This design comes from an exercise in tuning for small area, a short achievable clock period and few clock cycles per item on the open sky130 flow, not from production work. Function was checked by simulation only, so behaviour that the tests miss may differ from the original.

## flow/design.v (module list and top-level ports; edited modules follow where they fit)
// module diff_drive_odometry: 1379 lines
module diff_drive_odometry (
    input  logic               i_clk,
    input  logic               i_rst_n,
    input  logic               i_cfg_valid,
    output logic               o_cfg_ready,
    input  logic [7:0]         i_cfg_index,
    input  logic [15:0]        i_cfg_data,
    input  logic               i_in_valid,
    output logic               o_in_stall,
    input  logic signed [23:0] i_first_wheel_rate,
    input  logic signed [23:0] i_second_wheel_rate,
    input  logic [15:0]        i_time_step,
    output logic               o_out_valid,
    input  logic               i_out_stall,
    output logic signed [31:0] o_position_x,
    output logic signed [31:0] o_position_y,
    output logic [31:0]        o_heading,
    output logic signed [31:0] o_forward_speed,
    output logic signed [31:0] o_turn_rate
);
  // ...
==> flow/run.sh <==
#!/bin/bash
# synth_recipe.tcl (not shown) runs the flow's synth.tcl, then flattens the netlist and writes it again
# the make line also repeats each setting of config.mk as NAME=value (left out here)
make -C /OpenROAD-flow-scripts/flow DESIGN_CONFIG=/design/flow/config.mk WORK_HOME=/design/flow/orfs CLKGATE_MAP_FILE= SYNTH_SCRIPT=/design/flow/synth_recipe.tcl finish
==> flow/config.mk <==
export PLATFORM = sky130hd
export DESIGN_NAME = diff_drive_odometry
export DESIGN_NICKNAME = diff_drive_odometry
export VERILOG_FILES = /design/flow/design.v
export SDC_FILE = /design/flow/constraint.sdc
export NUM_CORES = 4
export LEC_CHECK = 0
export ABC_AREA = 1
export CAP_MARGIN = 20
export CORE_MARGIN = 2
export CORE_UTILIZATION = 40
export SETUP_SLACK_MARGIN = 5
export SLEW_MARGIN = 20
==> flow/constraint.sdc <==
create_clock -name core_clock -period 13.0 [get_ports {i_clk}]
set_input_delay 2.6000 -clock core_clock [delete_from_list [all_inputs] [get_ports {i_clk}]]
set_output_delay 2.6000 -clock core_clock [all_outputs]
set_load 0.01 [all_outputs]
==> impl_metrics.json, run 1 <==
{
  "route.met3.wl_mm": 71.4,
  "largestClassByArea": "multi-input gates",
  "nMultiInputCombCells": 19700,
  "syn_area_per_cell_um2": 9.22,
  "clockRootBuffer": "sky130_fd_sc_hd__clkbuf_16",
  "finalClockSkew_ns": 0.140,
  "wire_length_of_the_first_global_routing_pass_mm": 1350,
  "critPathSlowestCell": "sky130_fd_sc_hd__edfxtp_1",
  "final_period_minus_worst_setup_slack_ns": 7.91,
  "io-pin-count": 256,
  "setup_viol": 0,
  "nonClockInverterCount": 5535,
  "fmax_mhz": 126,
  "total_of_flip_flops_plus_latches_after_synthesis": 2162,
  "global_route.usage.met2_pct": 42.6,
  "cts_made_buffers": 264,
  "grt_setup_unrepaired": "true",
  "die_w_um": 818,
  "placedInstanceArea_um2": 277000,
  "layout_commonest_cell": "sky130_fd_sc_hd__inv_1",
  "placed_cells": 36800,
  "outcome": "finished clean",
  "synth.area.mux_share_pct": 0.00425,
  "layout.clock_buffers": 305,
  "design.die.area_um2": 669000,
  "dp_hpwl_mm": 692,
  "wire_per_inst_um": 24.2,
  "worstReg2RegStart": "spd_q11[15]$_DFFE_PN_",
  "final.signal_buffer_count": 720,
  "detail_route.vias_per_cell": 5.54,
  "r2r_setup_slack_ns": 5.09,
  "diodes": 18,
  "gp_congestion": 0.978,
  "worstSetupEndpointType": "register",
  "synth_top_family_by_area": "adder cells"
}
Testbench counts, summed over its fixed seeds: cycles 3,304, items 3,200.
==> run 2: changes to the inputs <==
--- a/flow/config.mk
+++ b/flow/config.mk
@@ -10,3 +10,3 @@
 export CORE_MARGIN = 2
-export CORE_UTILIZATION = 40
+export CORE_UTILIZATION = 50
 export SETUP_SLACK_MARGIN = 5
==> impl_metrics.json, run 2 <==
{
  "die_w_um": 732,
  "drt-pass1-iter-count": 9,
  "share_of_synthesized_registers_carrying_an_async_set_or_reset_pct": 0,
  "vias": 206000,
  "layout.nets": 33800,
  "clk_latency_ns": 0.97,
  "totalNegativeSetupSlack_ns": 0,
  "grt_setup_unrepaired": "true",
  "globalRoute.totalOverflow": 0,
  "detail_route.vias_per_cell": 5.79,
  "port_buffers": 254,
  "numClockSinks": 2162,
  "floorplan.rows": 267,
  "gp_congestion": 0.966,
  "number_of_buffers_on_the_longest_clock_path": 4,
  "hold_class": "reg -> reg",
  "worstSetupStartpoint": "spd_q11[7]$_DFFE_PN_",
  "grt_start_max_net_pins": 165,
  "syn_area_per_cell_um2": 9.22,
  "synth-edff-count": 1989,
  "cts_tree": "done",
  "design.die.area_um2": 536000,
  "timing.hold.ws_ns": 0.393,
  "synth.largest_area_cell": "sky130_fd_sc_hd__fa_1",
  "synth-seq-area-share_pct": 23.8,
  "slew_viol_final": 0,
  "fmax_mhz": 126,
  "clockRootBuffer": "sky130_fd_sc_hd__clkbuf_16",
  "critPathKind": "reg -> reg",
  "dp_hpwl_mm": 670,
  "fillcell_total": 48600,
  "ratio_of_cells_with_drive_above_1_in_the_final_layout_pct": 3.92,
  "core-area_um2": 528000,
  "wire_per_inst_um": 24.7,
  "worst_setup_path_start_kind": "register",
  "detail_route.wirelength_mm": 880,
  "synth_flop_cell": "sky130_fd_sc_hd__edfxtp_1",
  "first_global_vias": 210000,
  "final_core_util_pct": 54.0,
  "detailedRoute.firstIterationViolations": 19400,
  "synth_common_cells": "5,485 x sky130_fd_sc_hd__inv_1, 3,391 x sky130_fd_sc_hd__xor2_1, 3,082 x sky130_fd_sc_hd__fa_1, 2,983 x sky130_fd_sc_hd__nand2_1, 2,258 x sky130_fd_sc_hd__o22ai_1",
  "synth_warnings": 1,
  "io-pin-count": 256,
  "crit_arrival_ns": 8.59,
  "layout_commonest_cell": "sky130_fd_sc_hd__inv_1",
  "final_period_minus_worst_setup_slack_ns": 7.93,
  "synth.net_count": 34100,
  "level_count_of_the_clock_h_tree": 5,
  "wire_length_of_the_first_global_routing_pass_mm": 1320,
  "antenna_violating_nets_post_route": 0,
  "most-common-layout-cells": "5,455 x sky130_fd_sc_hd__inv_1, 3,377 x sky130_fd_sc_hd__xor2_1, 3,082 x sky130_fd_sc_hd__fa_1",
  "timing.slew.headroom_pct": 20.7,
  "detail_route.drc_violations": 0,
  "clk_transition_reported_paths_ns": 0.06,
  "max_cap_viol_count": 0,
  "worstSetupEndpointType": "register",
  "floorplan.initialDensity_pct": 50.1,
  "worstReg2RegStart": "spd_q11[7]$_DFFE_PN_",
  "cts_made_buffers": 263,
  "yosysMostFrequentCell": "sky130_fd_sc_hd__inv_1",
  "total_of_flip_flops_plus_latches_after_synthesis": 2162,
  "outcome": "finished clean",
  "synthesis.area_um2": 265000,
  "die_height_um": 732,
  "netlist_top_cells_area": "sky130_fd_sc_hd__fa_1 23%, sky130_fd_sc_hd__edfxtp_1 23%, sky130_fd_sc_hd__xor2_1 11%, sky130_fd_sc_hd__ha_1 10%, sky130_fd_sc_hd__inv_1 7.8%",
  "max_slew.worst_pin.slew_ns": 1.18,
  "synth.lib_cells_used.distinct": 65,
  "worstHoldStart": "h_new_q8[23]$_DFFE_PN_",
  "timing.critical_path.required_ns": 13.66,
  "antenna_violations_before_repair": 50,
  "grt_util_all_layers_pct": 32.2,
  "timing.final.crit_share_pct": 61.0,
  "setup_viol": 0,
  "cts-hold-fix-buffers": 0,
  "syn-instance-count": 28800,
  "critical_path.max_fanout": 48,
  "timing.final.hold_violations": 0,
  "area_growth_from_synthesis_to_final_layout_pct": 7.64,
  "yosys.area.top_type_share_pct": 23.3,
  "finalClockSkew_ns": 0.0792
}
## run 2: area by class of cell
class                           instances  area (um2)  area share (%)
Clock buffer                          306        6820            2.39
Clock inverter                        165        1690           0.594
Sequential cell                      2162       63200            22.2
Tap cell                             6994        8750            3.07
Inverter                             5533       20800            7.30
Timing Repair inverter                  2        15.0         0.00526
Timing Repair Buffer                  727        6810            2.39
Antenna cell                           35        87.6          0.0307
Multi-Input combinational cell      19700      177000            62.1
## run 2: critical path: stages, from the launching register on
cell,delay [ns]
sky130_fd_sc_hd__edfxtp_1,0.66
sky130_fd_sc_hd__nor2_1,0.34
sky130_fd_sc_hd__inv_1,0.12
sky130_fd_sc_hd__nand2_4,0.31
sky130_fd_sc_hd__buf_6,0.47
sky130_fd_sc_hd__o22ai_1,0.20
sky130_fd_sc_hd__xor2_1,0.24
sky130_fd_sc_hd__fa_1,0.47
sky130_fd_sc_hd__fa_1,0.51
sky130_fd_sc_hd__fa_1,0.56
sky130_fd_sc_hd__fa_1,0.45
sky130_fd_sc_hd__fa_1,0.49
sky130_fd_sc_hd__inv_1,0.05
sky130_fd_sc_hd__fa_1,0.53
sky130_fd_sc_hd__ha_1,0.42
sky130_fd_sc_hd__a21oi_1,0.32
sky130_fd_sc_hd__o21ai_1,0.24
sky130_fd_sc_hd__a21oi_1,0.47
sky130_fd_sc_hd__o21ai_0,0.21
sky130_fd_sc_hd__a21oi_1,0.18
sky130_fd_sc_hd__nand2_1,0.13
sky130_fd_sc_hd__xor2_1,0.17
## run 2: per-layer routing
metal	global-route usage (%)	share of wire [%]	vias to the layer above	routed length, um
li1	-	-	93000	-
met1	42.7	41	102000	357000
met2	51.0	45	9498	396000
met3	6.24	8.6	2195	75900
met4	15.5	5.8	22	51300
met5	0	0.017	-	150
## run 2: metrics by stage
stage	area [um2]	cells	setup slack (ns)
floorplan	265000	28800	5.07
global placement	275000	35000	4.18
detailed placement	275000	35000	4.17
CTS	284000	35600	5.00
global route	285000	35600	4.85
finish	285000	35700	5.07
## run 2: repair_timing
item / CTS / global route
setup buffers: 31 / 56
pin swaps: 7 / 6
endpoints found under the setup margin: 172 / 177
resized for setup: 69 / 171
gates cloned: 8 / 4
## run 2: cell families (layout without fill, tap and decap cells)
logic type,Yosys count,in the layout,synth area share (%)
flip-flops,2162,2162,23.8
multiplexers,1,1,0.00425
other,1,36,0.00141
AND/OR/NAND/NOR,5073,5077,7.69
buffers and inverters,6869,6733,9.80
XOR/XNOR,3930,3930,13.0
AO/OA/AOI/OAI,5422,5425,11.9
adder cells (fa/ha/maj),5296,5296,33.7
## run 2: path summary, 6_finish.rpt
check / slack (ns) / cells past startpoint / to
min reg2reg: 0.39 / 0 / h_new_q9[23]$_DFFE_PN_
max reg2reg: 5.07 / 21 / pc_q12[26]$_DFFE_PN_
min: 0.39 / 0 / h_new_q9[23]$_DFFE_PN_
max: 5.07 / 21 / pc_q12[26]$_DFFE_PN_
==> run 3: changes to the inputs <==
--- a/flow/config.mk
+++ b/flow/config.mk
@@ -10,3 +10,4 @@
 export CORE_MARGIN = 2
-export CORE_UTILIZATION = 50
+export CORE_UTILIZATION = 45
+export CTS_BUF_LIST = sky130_fd_sc_hd__clkbuf_8
 export SETUP_SLACK_MARGIN = 5
==> impl_metrics.json, run 3 <==
{
  "dp_hpwl_mm": 656,
  "synth_flop_cell": "sky130_fd_sc_hd__edfxtp_1",
  "syn_area_per_cell_um2": 9.22,
  "synth.net_count": 34100,
  "cts_tree": "done",
  "placed_cells": 35800,
  "netlist_top_cells_area": "sky130_fd_sc_hd__fa_1 23%, sky130_fd_sc_hd__edfxtp_1 23%, sky130_fd_sc_hd__xor2_1 11%, sky130_fd_sc_hd__ha_1 10%, sky130_fd_sc_hd__inv_1 7.8%",
  "worst_setup_path_start_kind": "register",
  "crit_arrival_ns": 8.75,
  "ratio_of_cells_with_drive_above_1_in_the_final_layout_pct": 4.23,
  "layout.nets": 33900,
  "antenna_violations_before_repair": 37,
  "timing.slew.headroom_pct": 20.7,
  "die_w_um": 771,
  "hold_class": "reg -> reg",
  "synth.lib_cells_used.distinct": 65,
  "synth.largest_area_cell": "sky130_fd_sc_hd__fa_1",
  "globalRoute.totalOverflow": 0,
  "critical_path_buf_inv_count": 4,
  "placedInstanceArea_um2": 276000,
  "cts_made_buffers": 385,
  "fillcell_total": 55500,
  "port_buffers": 254,
  "clk_transition_reported_paths_ns": 0.06,
  "synth_warnings": 1,
  "vias": 206000,
  "floorplan.rows": 281,
  "max_cap_viol_count": 0,
  "outcome": "finished clean",
  "route.met3.wl_mm": 72.9,
  "most-common-layout-cells": "5,579 x sky130_fd_sc_hd__inv_1, 3,380 x sky130_fd_sc_hd__xor2_1, 3,082 x sky130_fd_sc_hd__fa_1",
  "yosysMostFrequentCell": "sky130_fd_sc_hd__inv_1",
  "wire_per_inst_um": 23.7,
  "synthesis.area_um2": 265000,
  "cpMostUsedCell": "sky130_fd_sc_hd__fa_1",
  "grt_setup_unrepaired": "true",
  "final_period_minus_worst_setup_slack_ns": 7.88,
  "io-pin-count": 256,
  "die_height_um": 771,
  "numClockSinks": 2162,
  "max_slew.worst_pin.slew_ns": 1.19,
  "timing.final.crit_share_pct": 60.6,
  "slew_viol_final": 0,
  "drt-pass1-iter-count": 9,
  "route.top_layer_used": "met5",
  "synth_common_cells": "5,485 x sky130_fd_sc_hd__inv_1, 3,391 x sky130_fd_sc_hd__xor2_1, 3,082 x sky130_fd_sc_hd__fa_1, 2,983 x sky130_fd_sc_hd__nand2_1, 2,258 x sky130_fd_sc_hd__o22ai_1",
  "level_count_of_the_clock_h_tree": 5,
  "finalClockSkew_ns": 0.163,
  "detail_route.drc_violations": 0,
  "core-area_um2": 586000,
  "critical_path.top_delay_family": "adder cells",
  "grt_start_max_net_pins": 176,
  "first_global_vias": 210000,
  "critPathSlowestCell": "sky130_fd_sc_hd__fa_1",
  "finish.instance_area_um2": 285000,
  "timing.critical_path.required_ns": 13.87,
  "design.die.area_um2": 595000,
  "antenna_violating_nets_post_route": 0,
  "critical_path.max_fanout": 44,
  "timing.final.hold_violations": 0,
  "detail_route.vias_per_cell": 5.64,
  "dr_wl_met2_mm": 387,
  "clk_latency_ns": 1.26,
  "area_growth_from_synthesis_to_final_layout_pct": 7.57,
  "final_core_util_pct": 48.6,
  "floorplan.initialDensity_pct": 45.2,
  "detail_route.wirelength_mm": 866,
  "share_of_synthesized_registers_carrying_an_async_set_or_reset_pct": 0,
  "totalNegativeSetupSlack_ns": 0,
  "yosys.area.top_type_share_pct": 23.3,
  "fmax_mhz": 127,
  "wire_length_of_the_first_global_routing_pass_mm": 1310,
  "syn-instance-count": 28800,
  "timing.critical_path.cells": "nor2_1 > inv_1 > nand2_4 > buf_6 > o22ai_1 > xor2_1 > fa_1 > inv_1 > fa_1 > fa_1 > fa_1 > inv_1 > fa_1 > fa_1 > ha_1 > nand2_1 > nor2_1 > nand2_1 > nor2_1 > nand4_1 > nand2_1 > xor2_1",
  "detailedRoute.firstIterationViolations": 18100,
  "synth-seq-area-share_pct": 23.8,
  "finish.cell_count_without_fillers": 36600,
  "critPathKind": "reg -> reg",
  "total_of_flip_flops_plus_latches_after_synthesis": 2162,
  "cts-hold-fix-buffers": 0,
  "setup_viol": 0,
  "gp_congestion": 0.962,
  "synth-edff-count": 1989,
  "detail_route.wirelength.met1_mm": 356,
  "worst_path_largest_cell_delay_ns": 0.57,
  "number_of_buffers_on_the_longest_clock_path": 4,
  "grt_util_all_layers_pct": 28.6,
  "worstSetupEndpointType": "register",
  "layout_commonest_cell": "sky130_fd_sc_hd__inv_1",
  "clockRootBuffer": "sky130_fd_sc_hd__clkbuf_8"
}
-- run 3: cell counts after synthesis --
No cell type changed its count.
-- run 3: per-layer routing --
layer | up-vias | global-route usage [%]
li1 | 93200 | -
met1 | 102000 | 37.7
met2 | 9471 | 45.0
met3 | 2275 | 5.70
met4 | 16 | 14.2
met5 | - | 0.0644
-- run 3: worst paths after layout --
check,startpoint,end,slack [ns],depth (start not counted)
hold / removal,trn_q3[15]$_DFFE_PN_,trn_q4[15]$_DFFE_PN_,0.32,0
setup reg to reg,spd_q11[22]$_DFFE_PN_,pc_q12[13]$_DFFE_PN_,5.12,22
hold reg to reg,trn_q3[15]$_DFFE_PN_,trn_q4[15]$_DFFE_PN_,0.32,0
setup / recovery,spd_q11[22]$_DFFE_PN_,pc_q12[13]$_DFFE_PN_,5.12,22
-- run 3: per-stage QoR --
stage / hold WS (ns) / worst slack (ns)
CTS: 0.345 / 5.00
finish: 0.322 / 5.12
global route: 0.358 / 4.98
detailed placement: 0.405 / 3.96
floorplan: 0.400 / 5.07
global placement: 0.400 / 3.94
-- run 3: kinds of logic after synthesis --
family | count (synthesis) | share of synthesized area [%]
compound gates | 5422 | 11.9
flops | 2162 | 23.8
buf+inv | 6869 | 9.80
simple gates | 5073 | 7.69
xor+xnor | 3930 | 13.0
other cells | 1 | 0.00141
fa+ha+maj | 5296 | 33.7
mux | 1 | 0.00425
-- run 3: cell type report --
type                    instances  area, um2  area share (%)
repair buffers                706       6550            2.30
repair inverters                3       20.0         0.00702
multi-input cells           19700     177000            62.1
inverters                    5533      20800            7.31
clock inverters               296       2210           0.774
clock buffers                 403       5550            1.95
well taps                    7782       9740            3.42
flip-flops and latches       2162      63200            22.2
diodes                         12       30.0          0.0105
-- run 3: timing repair --
item | 4_1_cts | 5_1_grt
gates cloned | 10 | 1
endpoints found under the setup margin | 147 | 158
buffers inserted | 37 | 35
resized for setup | 47 | 150
pin swaps | 11 | 3

==> port drivers added, routing unchanged <==
No port has a modelled driver above. Below, the same layouts with a new extraction and two added sets of constraints. Step 1 assumes that a clkbuf_16 drives the clock port and a buf_2 every other input. Step 2 also shifts input and output timing later by t, the mid clock arrival at the registers, as if the neighbouring blocks saw the same clock. a / b / c = no drivers / after step 1 / after step 2; a / b = the first two.
run	shift t [ns]	setup WS [ns]	clock arrival spread, ns
run 1	1.116	5.090 / 5.090 / 5.090	0.139 / 0.140
run 2	1.079	5.069 / 5.069 / 5.069	0.089 / 0.089
run 3	1.302	5.121 / 5.121 / 4.941	0.170 / 0.171
After both steps every run listed still meets setup and hold. The setup slack of run 3, which loses most, moves by 0.000 ns with the drivers and by -0.180 ns with both steps.
